From an optimization exercise on the open Yosys and OpenROAD flow, aimed at small area and a short achievable clock period; shortcuts taken in it are not production practice. The RTL was checked by simulation tests, not by an equivalence proof against the original design. No activity file was given, so power comes from the tool's default toggle rates.

==> build 5: inputs <==
==> flow/design.v (excerpt) <==
module fir_reload_ctrl #(
    parameter int          NUM_TAPS      = 129,
    parameter int          COEFF_WIDTH   = 16,
    parameter logic [7:0]  SR_COEFF_IDX  = 8'd128,
    parameter logic [7:0]  SR_COEFF_DATA = 8'd129,
    parameter logic [7:0]  SR_COMMIT     = 8'd130
) (
    input  logic                   ce_clk,
    input  logic                   ce_rst_n,
    input  logic                   set_stb,
    input  logic [7:0]             set_addr,
    input  logic [31:0]            set_data,
    output logic [COEFF_WIDTH-1:0] o_reload_tdata,
    output logic                   o_reload_tlast,
    output logic                   o_reload_tvalid,
    input  logic                   o_reload_tready,
    output logic [7:0]             o_config_tdata,
    output logic                   o_config_tvalid,
    input  logic                   o_config_tready,
    output logic                   busy,
    output logic [15:0]            reload_count,
    output logic [1:0]             err,
    output logic [31:0]            checksum
);
    localparam int         LO       = 16;                         
  ...
clock: 5.0 ns
lec_check: 0
cap_margin: 20
core_margin: 2
core_utilization: 40
slew_margin: 20
run.sh (not shown) runs the stock make flow with config.mk's settings and CLKGATE_MAP_FILE= SYNTH_SCRIPT=/design/flow/synth_recipe.tcl, a recipe that flattens the netlist after the stock synthesis.
==> trial 97: changes against build 5 <==
==> flow/design.v (replaced) <==
module fir_reload_ctrl #(
    parameter int          NUM_TAPS      = 129,
    parameter int          COEFF_WIDTH   = 16,
    parameter logic [7:0]  SR_COEFF_IDX  = 8'd128,
    parameter logic [7:0]  SR_COEFF_DATA = 8'd129,
    parameter logic [7:0]  SR_COMMIT     = 8'd130
) (
    input  logic                   ce_clk,
    input  logic                   ce_rst_n,
    input  logic                   set_stb,
    input  logic [7:0]             set_addr,
    input  logic [31:0]            set_data,
    output logic [COEFF_WIDTH-1:0] o_reload_tdata,
    output logic                   o_reload_tlast,
    output logic                   o_reload_tvalid,
    input  logic                   o_reload_tready,
    output logic [7:0]             o_config_tdata,
    output logic                   o_config_tvalid,
    input  logic                   o_config_tready,
    output logic                   busy,
    output logic [15:0]            reload_count,
    output logic [1:0]             err,
    output logic [31:0]            checksum
);
    localparam int         BW       = 32;                         
    localparam int         NB       = (NUM_TAPS - 1) / BW;        
    localparam logic [8:0] TAP_CNT  = 9'(NUM_TAPS);
    localparam logic [7:0] LAST_TAP = 8'(NUM_TAPS - 1);
    localparam logic [7:0] SR_CLEAR = SR_COMMIT + 8'd1;
    logic busy_q, prime_q, tvalid_q, tlast_q, cvalid_q;
    logic [NB:0] s1_bank_q;    
    logic idx_stb, data_stb, commit_stb, clear_stb;
    logic idle, start, load, reload_hs, config_hs;
    assign idx_stb    = set_stb && (set_addr == SR_COEFF_IDX);
    assign data_stb   = set_stb && (set_addr == SR_COEFF_DATA);
    assign commit_stb = set_stb && (set_addr == SR_COMMIT);
    assign clear_stb  = set_stb && (set_addr == SR_CLEAR);
    assign idle      = !busy_q;
    assign start     = idle && commit_stb;
    assign reload_hs = tvalid_q && o_reload_tready;
    assign config_hs = cvalid_q && o_config_tready;
    assign load      = prime_q || (reload_hs && !tlast_q);
    always_ff @(posedge ce_clk or negedge ce_rst_n) begin
        if (!ce_rst_n) begin
            busy_q   <= 1'b0;
            prime_q  <= 1'b0;
            tvalid_q <= 1'b0;
            tlast_q  <= 1'b0;
            cvalid_q <= 1'b0;
        end else begin
            prime_q <= start;
            if (start)          busy_q <= 1'b1;
            else if (config_hs) busy_q <= 1'b0;
            if (prime_q)                   tvalid_q <= 1'b1;
            else if (reload_hs && tlast_q) tvalid_q <= 1'b0;
            if (reload_hs && tlast_q)      cvalid_q <= 1'b1;
            else if (config_hs)            cvalid_q <= 1'b0;
            if (load)                      tlast_q  <= !prime_q && s1_bank_q[NB];
        end
    end
    logic [COEFF_WIDTH-1:0] ram [NUM_TAPS];
    logic [7:0]             wr_idx_q;
    logic [8:0]             pw_hi_q;
    logic [15:0]            pw_lo_q;
    logic [COEFF_WIDTH-1:0] pw_data_q;
    always_ff @(posedge ce_clk) begin
        for (int h = 0; h < 9; h++)
            pw_hi_q[h] <= idle && data_stb && ({1'b0, wr_idx_q} < TAP_CNT) && (wr_idx_q[7:4] == 4'(h));
        for (int l = 0; l < 16; l++)
            pw_lo_q[l] <= (wr_idx_q[3:0] == 4'(l));
        pw_data_q <= set_data[COEFF_WIDTH-1:0];
    end
    always_ff @(posedge ce_clk) begin
        for (int i = 0; i < NUM_TAPS; i++)
            if (pw_hi_q[i / 16] && pw_lo_q[i % 16]) ram[i] <= pw_data_q;
    end
    always_ff @(posedge ce_clk or negedge ce_rst_n) begin
        if (!ce_rst_n) begin
            wr_idx_q <= '0;
        end else if (idle && idx_stb) begin
            wr_idx_q <= set_data[7:0];
        end else if (idle && data_stb) begin
            wr_idx_q <= (wr_idx_q == LAST_TAP) ? 8'd0 : wr_idx_q + 8'd1;
        end
    end
    logic [BW-1:0]          rd_sel_q;
    logic [NB:0]            rd_bank_q;
    logic [COEFF_WIDTH-1:0] s1_d [NB];
    logic [COEFF_WIDTH-1:0] s1_q [NB];
    logic [COEFF_WIDTH-1:0] s2_word;
    logic [COEFF_WIDTH-1:0] tdata_q;
    always_ff @(posedge ce_clk) begin
        if (idle) begin
            rd_sel_q  <= BW'(2);
            rd_bank_q <= (NB+1)'(1);
        end else if (load) begin
            rd_sel_q <= {rd_sel_q[BW-2:0], rd_sel_q[BW-1]};
            if (rd_sel_q[BW-1]) rd_bank_q <= {rd_bank_q[NB-1:0], rd_bank_q[NB]};
        end
    end
    always_comb begin
        for (int b = 0; b < NB; b++) begin
            s1_d[b] = '0;
            for (int i = 0; i < BW; i++)
                s1_d[b] = s1_d[b] | ({COEFF_WIDTH{rd_sel_q[i]}} & ram[b * BW + i]);
        end
    end
    always_ff @(posedge ce_clk) begin
        if (load) begin
            for (int b = 0; b < NB; b++) s1_q[b] <= s1_d[b];
            s1_bank_q <= rd_bank_q;
        end
    end
    always_comb begin
        s2_word = {COEFF_WIDTH{s1_bank_q[NB]}} & ram[NUM_TAPS-1];
        for (int b = 0; b < NB; b++)
            s2_word = s2_word | ({COEFF_WIDTH{s1_bank_q[b]}} & s1_q[b]);
    end
    always_ff @(posedge ce_clk) begin
        if (load) tdata_q <= prime_q ? ram[0] : s2_word;
    end
    logic [7:0]  cfg_word_q;
    logic [15:0] count_q;
    logic [1:0]  err_q, err_d;
    always_ff @(posedge ce_clk) begin
        if (start) cfg_word_q <= set_data[7:0];
    end
    always_ff @(posedge ce_clk or negedge ce_rst_n) begin
        if (!ce_rst_n)      count_q <= '0;
        else if (config_hs) count_q <= count_q + 16'd1;
    end
    always_comb begin
        err_d = clear_stb ? 2'b00 : err_q;
        if (!idle && (idx_stb || data_stb)) err_d[0] = 1'b1;
        if (!idle && commit_stb)            err_d[1] = 1'b1;
    end
    always_ff @(posedge ce_clk or negedge ce_rst_n) begin
        if (!ce_rst_n) err_q <= '0;
        else           err_q <= err_d;
    end
    logic        new_q;
    logic [7:0]  lo0_q, lo1_q;
    logic        c0_q, c1_q;
    logic [8:0]  k_q;
    logic [31:0] checksum_q;
    logic [7:0]  t0, t1;
    logic        tneg;
    logic [8:0]  fold_lo1;
    logic [8:0]  fold_k;
    assign t0   = new_q ? tdata_q[7:0]  : 8'd0;
    assign t1   = new_q ? tdata_q[15:8] : 8'd0;
    assign tneg = new_q && tdata_q[15];
    assign fold_lo1 = {1'b0, lo1_q} + 9'(c0_q);
    assign fold_k   = k_q + 9'(c1_q) + 9'(fold_lo1[8]);
    always_ff @(posedge ce_clk or negedge ce_rst_n) begin
        if (!ce_rst_n) checksum_q <= '0;
        else if (config_hs) checksum_q <= {{7{fold_k[8]}}, fold_k, fold_lo1[7:0], lo0_q};
    end
    always_ff @(posedge ce_clk) begin
        new_q <= load;
        if (idle) begin
            {c0_q, lo0_q} <= '0;
            {c1_q, lo1_q} <= '0;
            k_q           <= '0;
        end else begin
            {c0_q, lo0_q} <= {1'b0, lo0_q} + {1'b0, t0};
            {c1_q, lo1_q} <= {1'b0, lo1_q} + {1'b0, t1} + 9'(c0_q);
            k_q           <= k_q + 9'(c1_q) - 9'(tneg);
        end
    end
    assign checksum = checksum_q;
    assign o_reload_tdata  = tdata_q;
    assign o_reload_tlast  = tlast_q;
    assign o_reload_tvalid = tvalid_q;
    assign o_config_tvalid = cvalid_q;
    assign o_config_tdata  = cfg_word_q;
    assign busy            = busy_q;
    assign reload_count    = count_q;
    assign err             = err_q;
endmodule
- CORE_UTILIZATION: 40 -> 45
- CTS_CLUSTER_DIAMETER: not set -> 90
- CTS_CLUSTER_SIZE: not set -> 28
- PLACE_DENSITY: not set -> 0.55
- SETUP_SLACK_MARGIN: not set -> 2.75
- TNS_END_PERCENT: not set -> 100
==> run notes <==
	build 5	trial 97
Number of placement rows	165	158
Period Utilization, post-route	0.704	0.485
GRT met1 Usage	0.317	0.446
Worst slack on hold paths	0.316 ns	0.112 ns
Fillers	16900	15100
Levels on crit path	7	1
Placed Cells	7189	7117
Slew at the pin closest to its max-slew limit	1.15 ns	1.14 ns
Clock tree sinks	2235	2319
Worst clock skew	0.0528 ns	0.0527 ns
Capturing point of the worst reg2reg path	tdata_q[4]$_DFFE_PN_	tdata_q[5]$_DFFE_PN_
Status	finished clean	finished clean
Final core area utilization	0.465	0.502
Number of tapcells	2672	2480
Die area	0.208 mm²	0.190 mm²
Met2 layer usage reported by global route	0.369	0.489
Number of enable-type register cells in the synthesized netlist	2088	2157
Multi-input logic cell count	1923	2033
Final #Nets	4821	4925
Adder-Cell Fraction of Synth Area	0.00610	0.00490
Time the final worst path needs with I/O delays and setup	3.52 ns	2.43 ns
R2R Path Start	rd_lo_q[6]$_SDFFE_PP0N_	s1_bank_q[1]$_DFFE_PN_
Sum of routed wire length over all layers	246 mm	305 mm
Proportion of synthesized flip-flops having asynchronous set or reset	0.0282	0.0241
Multi-input combinational area share	0.158	0.156
Startpoint-to-endpoint class of the critical path	flop to flop	flop to output port
Leakage power	0.0298 µW	0.0287 µW

-- what the ideal ports hide --
Ports are ideal in the flow. The routed layouts listed here were re-timed in OpenROAD. Step 1 (the two cells are an assumption about what drives the block):
set clk [get_ports {ce_clk}]
set_driving_cell -lib_cell sky130_fd_sc_hd__clkbuf_16 $clk
set_driving_cell -lib_cell sky130_fd_sc_hd__buf_2 [delete_from_list [all_inputs] $clk]
Step 2 also shifts input and output timing later by t, the mid clock arrival at the registers, as if the neighbouring blocks saw the same clock. Slacks: ideal ports / drivers / drivers and shift; pairs: ideal ports / drivers.
run	t, ns	setup slack, ns	hold slack, ns	worst slew at a driven data input, ns
build 5	0.919	1.479 / 1.479 / 1.479	0.316 / 0.248 / 0.453	0.05
trial 97	0.838	2.575 / 2.493 / 2.065	0.112 / 0.050 / 0.475	0.04
After both steps setup and hold are still met in every run listed. For trial 97, which loses most, drivers alone change the setup slack by -0.082 ns; drivers and shift together by -0.510 ns.
